What follows belongs to an exercise in optimizing a design on an open flow for small area; a production flow would make more cautious choices. Function was checked by simulation only, so behaviour that the tests miss may differ from the original. Power and IR drop assume default switching activity.

fjord:
// systolic_array_4x4
module systolic_array_4x4
(
    input  logic       clk,
    input  logic       rst,
    input  logic       start_signal,
    input  logic       wen,
    input  logic [7:0] inp_north0,
    input  logic [7:0] inp_north1,
    input  logic [7:0] inp_north2,
    input  logic [7:0] inp_north3,
    input  logic [7:0] inp_west0,
    input  logic [7:0] inp_west1,
    input  logic [7:0] inp_west2,
    input  logic [7:0] inp_west3,
    output logic [4:0] count,
    output logic [7:0] activation_result12,
    output logic [7:0] activation_result13,
    output logic [7:0] activation_result14,
    output logic [7:0] activation_result15
);
Settings: LEC_CHECK=0, CAP_MARGIN=20, CORE_MARGIN=2, CORE_UTILIZATION=50, CTS_BUF_LIST=sky130_fd_sc_hd__clkbuf_16, CTS_CLUSTER_DIAMETER=100, CTS_CLUSTER_SIZE=30, GPL_TIMING_DRIVEN=0, SLEW_MARGIN=20, SYNTH_HIERARCHICAL=1, SYNTH_MINIMUM_KEEP_SIZE=0; clock period 7.0 ns.
standard.sh (not shown) runs the stock make flow with config.mk's settings and CLKGATE_MAP_FILE= SYNTH_SCRIPT=/design/flow/synth_recipe.tcl, a recipe that flattens the netlist after the stock synthesis.
==> flow/flow/run.sh <==
#!/bin/bash
set -euo pipefail
bash standard.sh \
  'BUFFER_PORTS_ARGS=-buffer_cell sky130_fd_sc_hd__buf_1' \
  'CTS_ARGS=-sink_clustering_enable -repair_clock_nets -buf_list sky130_fd_sc_hd__clkbuf_16 -sink_clustering_size 30 -sink_clustering_max_diameter 100 -dont_use_dummy_load' \
  finish > standard.log 2>&1
fjord: no failed stages, no open violations at the end
Here is what was changed in the inputs of amber compared with fjord.
- CORE_UTILIZATION: 50 -> 40
==> flow/flow/run.sh <==
#!/bin/bash
set -euo pipefail
bash standard.sh \
  'BUFFER_PORTS_ARGS=-buffer_cell sky130_fd_sc_hd__buf_1' \
  'CTS_ARGS=-sink_clustering_enable -repair_clock_nets -buf_list sky130_fd_sc_hd__clkbuf_8 -sink_clustering_size 18 -sink_clustering_max_diameter 60 -dont_use_dummy_load' \
  finish > standard.log 2>&1
Notes after the runs:
There was hardly any difference in fraction of layout cells with a size suffix above 1 between fjord and amber.
From fjord to amber the numbers moved as follows: number of buffers inserted to repair setup after CTS -1; number of cells on the critical path +1; wire length on met3 -2100 um.
Sort fjord and amber by post-cts sizing count, ascending, and fjord comes first.
In terms of register area, fjord and amber differ only marginally.
Count of cells along the worst register-to-register path, fjord and amber: larger value in amber
Changes observed in amber relative to fjord: y dimension of the die moved up; area inside the core boundary moved up.
--- input diff amber..indigo ---
==> flow/flow/run.sh <==
#!/bin/bash
set -euo pipefail
bash standard.sh \
  'BUFFER_PORTS_ARGS=-buffer_cell sky130_fd_sc_hd__buf_1' \
  'CTS_ARGS=-sink_clustering_enable -repair_clock_nets -buf_list {sky130_fd_sc_hd__clkbuf_8 sky130_fd_sc_hd__clkbuf_16} -sink_clustering_size 30 -sink_clustering_max_diameter 100 -dont_use_dummy_load' \
  finish > standard.log 2>&1
==> results.txt <==
- Taking amber as the reference, in indigo sequential logic power stayed essentially flat, detailed-route wire length stayed essentially flat, combinational fraction of design power rose by 0.2 points, final design area excluding fillers stayed essentially flat, synthesis-to-layout area growth stayed essentially flat.
- indigo -> amber: utilization flat
- indigo against amber: clock slew seen by the registers of the worst setup and hold paths did not really move, initial antenna violation count went down, pin count of the biggest net entering global routing did not really move.

--- another note on this design; it stands on its own ---

==> 02-04: inputs <==
// systolic_array_4x4
module systolic_array_4x4
(
    input  logic       clk,
    input  logic       rst,
    input  logic       start_signal,
    input  logic       wen,
    input  logic [7:0] inp_north0,
    input  logic [7:0] inp_north1,
    input  logic [7:0] inp_north2,
    input  logic [7:0] inp_north3,
    input  logic [7:0] inp_west0,
    input  logic [7:0] inp_west1,
    input  logic [7:0] inp_west2,
    input  logic [7:0] inp_west3,
    output logic [4:0] count,
    output logic [7:0] activation_result12,
    output logic [7:0] activation_result13,
    output logic [7:0] activation_result14,
    output logic [7:0] activation_result15
);
    logic [1:0] ptr;
    logic       rst_n;
    assign rst_n = ~rst;
    always_ff @(posedge clk) begin
        if (rst)               count <= 5'd0;
        else if (start_signal) count <= count + 5'd1;
    end
    always_ff @(posedge clk) begin
        if (rst)      ptr <= 2'd0;
        else if (wen) ptr <= ptr + 2'd1;
        else          ptr <= 2'd0;
    end
    logic [3:0] e1t;
  ...
clock: 7.0 ns
lec_check: 0
cap_margin: 20
core_margin: 2
core_utilization: 40
cts_buf_list: sky130_fd_sc_hd__clkbuf_16
cts_cluster_diameter: 100
cts_cluster_size: 30
gpl_timing_driven: 0
slew_margin: 20
synth_hierarchical: 1
synth_minimum_keep_size: 0
standard.sh (not shown) runs the stock make flow with config.mk's settings and CLKGATE_MAP_FILE= SYNTH_SCRIPT=/design/flow/synth_recipe.tcl, a recipe that flattens the netlist after the stock synthesis.
==> flow/flow/run.sh <==
#!/bin/bash
set -euo pipefail
bash standard.sh \
  'BUFFER_PORTS_ARGS=-buffer_cell sky130_fd_sc_hd__buf_1' \
  'CTS_ARGS=-sink_clustering_enable -repair_clock_nets -buf_list sky130_fd_sc_hd__clkbuf_8 -sink_clustering_size 22 -sink_clustering_max_diameter 70 -dont_use_dummy_load' \
  finish > standard.log 2>&1
==> inputs of 06-27, as changes to 02-04 <==
==> flow/flow/run.sh (replaced) <==
#!/bin/bash
set -euo pipefail
bash standard.sh \
  'BUFFER_PORTS_ARGS=-buffer_cell sky130_fd_sc_hd__buf_1' \
  'CTS_ARGS=-sink_clustering_enable -repair_clock_nets -buf_list sky130_fd_sc_hd__clkbuf_16 -sink_clustering_size 30 -sink_clustering_max_diameter 100 -dont_use_dummy_load' \
  finish > standard.log 2>&1
==> comparison <==
In maximum frequency, 02-04 and 06-27 hardly differ. In 06-27 the sequential share of layout area is lower than in 02-04, by 0.059 points. 06-27 finished with timing, DRC and antenna clean. 02-04 finished clean. Wire length is about the same in 02-04 and 06-27. Between 06-27 and 02-04, the lower count of clock-buffer cells in the layout is in 06-27 (gap 15). Utilization: 02-04 is lower than 06-27 (0.096 points). In combinational power, 06-27 and 02-04 hardly differ. Against 02-04, the first-iteration DRC count of 06-27 is lower by about 4.5%. Power: 02-04 is smaller than 06-27 (1.7%). Sequential power is about the same in 06-27 and 02-04. Non-clock buffer count is the same in 02-04 and 06-27.

[port drivers added, routing unchanged]
How much do the figures lean on ideal ports? The routed layouts below were timed once more, with nothing changed but the port constraints.
Step 1 assumes that a clkbuf_16 drives the clock port and a buf_2 every other input.
Step 2 adds t to the input delays and takes it off the output delays; t is the mean of the earliest and latest rising clock arrival at the registers after step 1. Input paths then give back, and output paths get back, about the clock's delay inside the block.
a / b / c = no drivers / after step 1 / after step 2; a / b = the first two.
run | t (ns) | slack for setup (ns) | hold slack, ns | worst setup path at the end | slew at the worst register clock pin (ns)
fjord | 0.629 | 0.178 / 0.178 / 0.178 | 0.297 / 0.297 / 0.297 | register to register | 0.11 / 0.11
amber | 0.734 | 0.259 / 0.259 / 0.259 | 0.294 / 0.294 / 0.294 | register to register | 0.11 / 0.11
indigo | 0.668 | 0.254 / 0.254 / 0.254 | 0.299 / 0.299 / 0.299 | register to register | 0.12 / 0.12
02-04 | 0.704 | 0.257 / 0.257 / 0.257 | 0.305 / 0.305 / 0.305 | register to register | 0.12 / 0.12
06-27 | 0.668 | 0.254 / 0.254 / 0.254 | 0.299 / 0.299 / 0.299 | register to register | 0.12 / 0.12
After both steps setup and hold are still met in every run listed.
